This design comes from an exercise in tuning for small area, a short achievable clock period and few clock cycles on the open sky130 flow, not from production work.
Power and IR drop assume default switching activity.

==> inputs of run a <==
==> flow/design.v <==
module pipe_delay #(
  parameter int WIDTH = 1,
  parameter int DEPTH = 1
) (
  input  logic             clk,
  input  logic             xrst,
  input  logic [WIDTH-1:0] din,
  output logic [WIDTH-1:0] dout
);
  logic [WIDTH-1:0] stage [DEPTH];
  always_ff @(posedge clk) begin
    if (!xrst) begin
      for (int i = 0; i < DEPTH; i++) begin
        stage[i] <= '0;
      end
    end else begin
      stage[0] <= din;
      for (int i = 1; i < DEPTH; i++) begin
        stage[i] <= stage[i-1];
      end
    end
  end
  assign dout = stage[DEPTH-1];
endmodule
module line_mem (
  input  logic        clk,
  input  logic [4:0]  sel,
  input  logic [15:0] din,
  output logic [15:0] dout
);
  logic [15:0] s1;
  logic [15:0] s2  [2];
  logic [15:0] s4  [4];
  logic [15:0] s8  [8];
  logic [15:0] s14 [14];
  logic [15:0] x1, x2, x4, x8;
  always_ff @(posedge clk) begin
    s1 <= din;
    s2[0] <= x1;
    for (int i = 1; i < 2; i++) s2[i] <= s2[i-1];
    s4[0] <= x2;
    for (int i = 1; i < 4; i++) s4[i] <= s4[i-1];
    s8[0] <= x4;
    for (int i = 1; i < 8; i++) s8[i] <= s8[i-1];
    s14[0] <= x8;
    for (int i = 1; i < 14; i++) s14[i] <= s14[i-1];
  end
  assign x1   = sel[0] ? s1      : din;
  assign x2   = sel[1] ? s2[1]   : x1;
  assign x4   = sel[2] ? s4[3]   : x2;
  assign x8   = sel[3] ? s8[7]   : x4;
  assign dout = sel[4] ? s14[13] : x8;
endmodule
module window_shift (
  input  logic          clk,
  input  logic [15:0]   pixel,
  input  logic [4:0]    line_sel,
  input  logic [8:0]    tap_en,     
  output logic [143:0]  win         
);
  logic [15:0] w [9];               
  logic [15:0] u2, u1, u0;          
  logic [15:0] a1, a2, b1, b2;      
  logic [15:0] y1, y0;
  line_mem line1 (.clk(clk), .sel(line_sel), .din(a2), .dout(y1));
  line_mem line0 (.clk(clk), .sel(line_sel), .din(b2), .dout(y0));
  always_ff @(posedge clk) begin
    u2 <= pixel;
    a1 <= u2;
    a2 <= a1;
    u1 <= y1;
    b1 <= u1;
    b2 <= b1;
    u0 <= y0;
    w[8] <= tap_en[8] ? pixel : 16'd0;
    w[7] <= tap_en[7] ? u2    : 16'd0;
    w[6] <= tap_en[6] ? w[7]  : 16'd0;
    w[5] <= tap_en[5] ? y1    : 16'd0;
    w[4] <= tap_en[4] ? u1    : 16'd0;
    w[3] <= tap_en[3] ? w[4]  : 16'd0;
    w[2] <= tap_en[2] ? y0    : 16'd0;
    w[1] <= tap_en[1] ? u0    : 16'd0;
    w[0] <= tap_en[0] ? w[1]  : 16'd0;
  end
  always_comb begin
    for (int t = 0; t < 9; t++)
      win[t*16 +: 16] = w[t];
  end
endmodule
module linebuf_ctrl (
  input  logic        clk,
  input  logic        xrst,
  input  logic [5:0]  img_size,
  input  logic [5:0]  fil_size,
  input  logic [5:0]  pad_size,
  input  logic        req,
  output logic        ack,
  output logic        ready,
  output logic [4:0]  line_sel,
  output logic [8:0]  tap_en,       
  output logic        start,
  output logic        valid,
  output logic        stop
);
  logic       pend_v;
  logic [5:0] pend_n;
  logic       pend_f1, pend_f2, pend_p1, pend_small;
  logic       in_busy;
  logic [5:0] in_n;
  logic [4:0] in_n1, in_n2;        
  logic [4:0] in_per1, in_per2;    
  logic       in_f1, in_f2, in_p1;
  logic       in_r4, in_r5;        
  logic [4:0] icol, irow;
  logic       coll, rowl, in_last;
  logic [5:0] hold;                
  logic [5:0] in_r;
  logic [6:0] timer;               
  logic [3:0] sdly;
  logic       take, go, fire, gap_ok;
  logic [6:0] d0p2;
  logic [5:0] lin_d;
  logic       o_act;
  logic [4:0] wr, wc;
  logic [4:0] o_n1, o_nn1, o_nn2, o_per1, o_per2;
  logic       o_p1, o_last;
  logic       wcl, r0m, r2m, c0m, c2m;
  logic       wcl_n, r0m_n, r2m_n, c0m_n, c2m_n, p1_n, mask_on;
  assign take    = req && ack;
  assign in_last = coll && rowl;
  assign gap_ok  = (in_busy && in_last) ? (pend_small ? in_r4 : in_r5)
                                        : (hold <= (pend_small ? 6'd5 : 6'd6));
  assign go      = pend_v && (!in_busy || in_last) && timer[6:1] == '0 && gap_ok;
  assign fire    = timer == 7'd1;
  assign d0p2    = pend_f1 ? 7'd6 :
                   pend_p1 ? ((pend_n <= 6'd3) ? 7'd6 : {1'b0, pend_n} + 7'd3) :
                             ((pend_n <= 6'd3) ? 7'd10 : {pend_n, 1'b0} + 7'd4);
  assign in_r    = pend_f1 ? 6'd5 : (pend_p1 || pend_f2) ? pend_n + 6'd2 : 6'd1;
  always_ff @(posedge clk) begin
    if (!xrst) begin
      pend_v  <= 1'b0;
      ack     <= 1'b1;
      in_busy <= 1'b0;
      ready   <= 1'b0;
      hold    <= '0;
      timer   <= '0;
      sdly    <= '0;
    end else begin
      if (take) begin
        pend_v <= 1'b1;
        ack    <= 1'b0;
      end else if (go) begin
        pend_v <= 1'b0;
        ack    <= 1'b1;
      end
      if (go) begin
        in_busy <= 1'b1;
        ready   <= 1'b1;
      end else if (in_busy && in_last) begin
        in_busy <= 1'b0;
        ready   <= 1'b0;
      end else if (in_busy) begin
        ready   <= coll || (ready && icol != in_n1);
      end
      if (in_busy && in_last)
        hold <= in_r4 ? 6'd4 : in_r5 ? 6'd5 : {1'b0, in_n1} + 6'd3;
      else if (hold != '0)
        hold <= hold - 1'b1;
      if (go)
        timer <= d0p2;
      else if (timer != '0)
        timer <= timer - 1'b1;
      sdly <= {sdly[2:0], go};
    end
  end
  always_ff @(posedge clk) begin
    if (take) begin
      pend_n     <= img_size;
      pend_f1    <= fil_size[1:0] == 2'd1;
      pend_f2    <= fil_size[1:0] == 2'd2;
      pend_p1    <= pad_size[0];
      pend_small <= fil_size[1:0] == 2'd1 || (pad_size[0] && img_size <= 6'd3);
    end
  end
  always_ff @(posedge clk) begin
    if (go) begin
      in_n    <= pend_n;
      in_n1   <= 5'(pend_n - 6'd1);
      in_n2   <= 5'(pend_n - 6'd2);
      in_per1 <= (pend_f1 || pend_n >= 6'd3) ? 5'(pend_n - 6'd1) : 5'd2;
      in_per2 <= (pend_f1 || pend_n >= 6'd3) ? 5'(pend_n - 6'd2) : 5'd1;
      in_f1   <= pend_f1;
      in_f2   <= pend_f2;
      in_p1   <= pend_p1;
      in_r4   <= in_r <= 6'd4;
      in_r5   <= in_r <= 6'd5;
      icol    <= '0;
      irow    <= '0;
      coll    <= pend_f1 && pend_n == 6'd1;
      rowl    <= pend_n == 6'd1;
    end else if (in_busy) begin
      if (coll) begin
        icol <= '0;
        irow <= irow + 1'b1;
        coll <= in_per1 == '0;
        rowl <= irow == in_n2;
      end else begin
        icol <= icol + 1'b1;
        coll <= icol == in_per2;
      end
    end
  end
  assign lin_d = (in_f1 || in_n <= 6'd3) ? 6'd0 : in_n - 6'd3;
  always_ff @(posedge clk) begin
    if (sdly[3])
      line_sel <= (lin_d >= 6'd14) ? {1'b1, 4'(lin_d - 6'd14)} : {1'b0, lin_d[3:0]};
  end
  assign o_last = wr == o_n1 && wc == o_n1;
  always_comb begin
    wcl_n   = wcl;
    r0m_n   = r0m;
    r2m_n   = r2m;
    c0m_n   = c0m;
    c2m_n   = c2m;
    p1_n    = o_p1;
    mask_on = o_act && !o_last;
    if (fire) begin
      wcl_n   = in_per1 == '0;
      r0m_n   = 1'b1;
      r2m_n   = in_n1 == '0;
      c0m_n   = 1'b1;
      c2m_n   = in_n1 == '0;
      p1_n    = in_p1;
      mask_on = 1'b1;
    end else if (wcl) begin
      wcl_n = o_per1 == '0;
      r0m_n = 1'b0;
      r2m_n = wr == o_nn2;
      c0m_n = 1'b1;
      c2m_n = o_nn1 == '0;
    end else begin
      wcl_n = wc == o_per2;
      c0m_n = 1'b0;
      c2m_n = wc == o_nn2;
    end
    for (int r = 0; r < 3; r++)
      for (int c = 0; c < 3; c++)
        tap_en[r*3+c] = !(mask_on && p1_n && ((r == 0 && r0m_n) || (r == 2 && r2m_n) ||
                                              (c == 0 && c0m_n) || (c == 2 && c2m_n)));
  end
  always_ff @(posedge clk) begin
    if (!xrst) begin
      o_act <= 1'b0;
      start <= 1'b0;
      valid <= 1'b0;
      stop  <= 1'b0;
    end else if (fire) begin
      o_act <= 1'b1;
      start <= 1'b1;
      valid <= 1'b1;
      stop  <= 1'b0;
    end else if (o_act) begin
      start <= 1'b0;
      if (o_last) begin
        o_act <= 1'b0;
        valid <= 1'b0;
        stop  <= 1'b1;
      end else begin
        valid <= wcl || (valid && wc != o_n1);
      end
    end else begin
      start <= 1'b0;
      valid <= 1'b0;
      stop  <= 1'b0;
    end
  end
  always_ff @(posedge clk) begin
    if (fire) begin
      wr     <= '0;
      wc     <= '0;
      o_nn1  <= in_n1;
      o_nn2  <= in_n2;
      o_per1 <= in_per1;
      o_per2 <= in_per2;
      o_n1   <= (in_f1 || in_p1) ? in_n1 : in_f2 ? in_n2 : 5'(in_n2 - 1'b1);
    end else if (wcl) begin
      wc <= '0;
      wr <= wr + 1'b1;
    end else begin
      wc <= wc + 1'b1;
    end
    wcl  <= wcl_n;
    r0m  <= r0m_n;
    r2m  <= r2m_n;
    c0m  <= c0m_n;
    c2m  <= c2m_n;
    o_p1 <= p1_n;
  end
endmodule
module linebuf_pad_top (
  input  logic          clk,
  input  logic          xrst,
  input  logic [5:0]    img_size,
  input  logic [5:0]    fil_size,
  input  logic [5:0]    pad_size,
  input  logic          req,
  input  logic [15:0]   pixel,
  output logic          ack,
  output logic          ready,
  output logic [143:0]  win,      
  output logic          start,
  output logic          valid,
  output logic          stop
);
  logic [4:0] line_sel;
  logic [8:0] tap_en;
  linebuf_ctrl ctrl_unit (
    .clk      (clk),
    .xrst     (xrst),
    .img_size (img_size),
    .fil_size (fil_size),
    .pad_size (pad_size),
    .req      (req),
    .ack      (ack),
    .ready    (ready),
    .line_sel (line_sel),
    .tap_en   (tap_en),
    .start    (start),
    .valid    (valid),
    .stop     (stop)
  );
  window_shift win_shift (
    .clk      (clk),
    .pixel    (pixel),
    .line_sel (line_sel),
    .tap_en   (tap_en),
    .win      (win)
  );
endmodule
==> flow/run.sh <==
#!/bin/bash
# synth_recipe.tcl (not shown) runs the flow's synth.tcl, then flattens the netlist and writes it again
# the make line also repeats each setting of config.mk as NAME=value (left out here)
make -C /OpenROAD-flow-scripts/flow DESIGN_CONFIG=/design/flow/config.mk WORK_HOME=/design/flow/orfs CLKGATE_MAP_FILE= SYNTH_SCRIPT=/design/flow/synth_recipe.tcl finish
==> flow/config.mk <==
export PLATFORM = sky130hd
export DESIGN_NAME = linebuf_pad_top
export DESIGN_NICKNAME = linebuf_pad_top
export VERILOG_FILES = /design/flow/design.v
export SDC_FILE = /design/flow/constraint.sdc
export NUM_CORES = 4
export LEC_CHECK = 0
export CAP_MARGIN = 20
export CORE_MARGIN = 2
export CORE_UTILIZATION = 40
export CTS_BUF_LIST = sky130_fd_sc_hd__clkbuf_16
export CTS_CLUSTER_DIAMETER = 80
export CTS_CLUSTER_SIZE = 30
export SETUP_SLACK_MARGIN = 3.8
export SLEW_MARGIN = 20
==> flow/constraint.sdc <==
create_clock -name core_clock -period 6.0 [get_ports {clk}]
set_input_delay 1.2000 -clock core_clock [delete_from_list [all_inputs] [get_ports {clk}]]
set_output_delay 1.2000 -clock core_clock [all_outputs]
set_load 0.01 [all_outputs]
==> run b (differences from run a) <==
- SETUP_SLACK_MARGIN: 3.8 -> 3.5
==> impl_results.md <==
* Run status: complete, no violations
* Grt met1 use at 16.9%
* Clk power at 4.21 mW
* Layout area overhead at 15.9%
* Non-clock buffer area fraction after layout at under 10%
* Pwr per Cell Area at 425 nW/µm²
* Post-route cell area at roughly 37,000 µm²
* Comb. pwr at between 1.5 and 2 mW
* Gate power share at a little over a tenth
* Register share of the cell area at 71.3%
* First-pass GRT wire length at 83.2 mm
* Clk slew on worst S/H paths at ~0.1 ns
* Final clock skew at between 0.02 and 0.03 ns
* Max stage delay on crit path at about 0.43 ns
* Inverters at 24
The numbers above come from run b.

==> impl_results.md <==
* Final clock skew at 0.0347 ns
* Pwr per Cell Area at around 430 nW/µm²
* Min-Delay Path Class: flip-flop to flip-flop
* Run status: complete, no violations
* Layout area overhead at 18.4%
* Place WS at between 1.5 and 2 ns
* Register share of the cell area at ~70%
* Inverters at 26
* Comb. pwr at between 2 and 2.5 mW
* Grt met1 use at 18.3%
* Clk slew on worst S/H paths at about 0.11 ns
* Gate power share at between 10 and 15%
* Non-clock buffer area fraction after layout at 7.11%
* CTS Sinks at ~1,300
* Post-route cell area at around 38,000 µm²
* Seq. pwr at around 10 mW
* Post-DP HPWL at between 30 and 40 mm
* CP max stage cell: edfxtp_1
* Max stage delay on crit path at roughly 0.46 ns
* Clk pwr share at approximately 26%
* First-pass GRT wire length at 87.3 mm
* Setup TNS Final at 0 ns
The numbers above come from run a.

No run of this note included a check of the RTL's function; only the layout flow was run.

port drivers added, routing unchanged:
The flow's constraints put no driver on any port. The routed layouts listed below were extracted and timed again, unchanged, in two steps. Step 1 assumes that a clkbuf_16 drives the clock port and a buf_2 every other input. Step 2 adds t to the input delays and takes it off the output delays; t is the mean of the earliest and latest rising clock arrival at the registers after step 1. Input paths then give back, and output paths get back, about the clock's delay inside the block. Three values: no drivers, after step 1, after step 2; two values: the first two.
| run | shift t [ns] | setup slack, ns | clock arrival spread, ns |
|---|---|---|---|
| run a | 0.691 | 3.512 / 3.512 / 3.512 | 0.038 / 0.039 |
| run b | 0.682 | 3.498 / 3.494 / 3.347 | 0.028 / 0.027 |
After both steps setup and hold are still met in every run listed. The setup slack of run b, which loses most, moves by -0.004 ns with the drivers and by -0.151 ns with both steps.
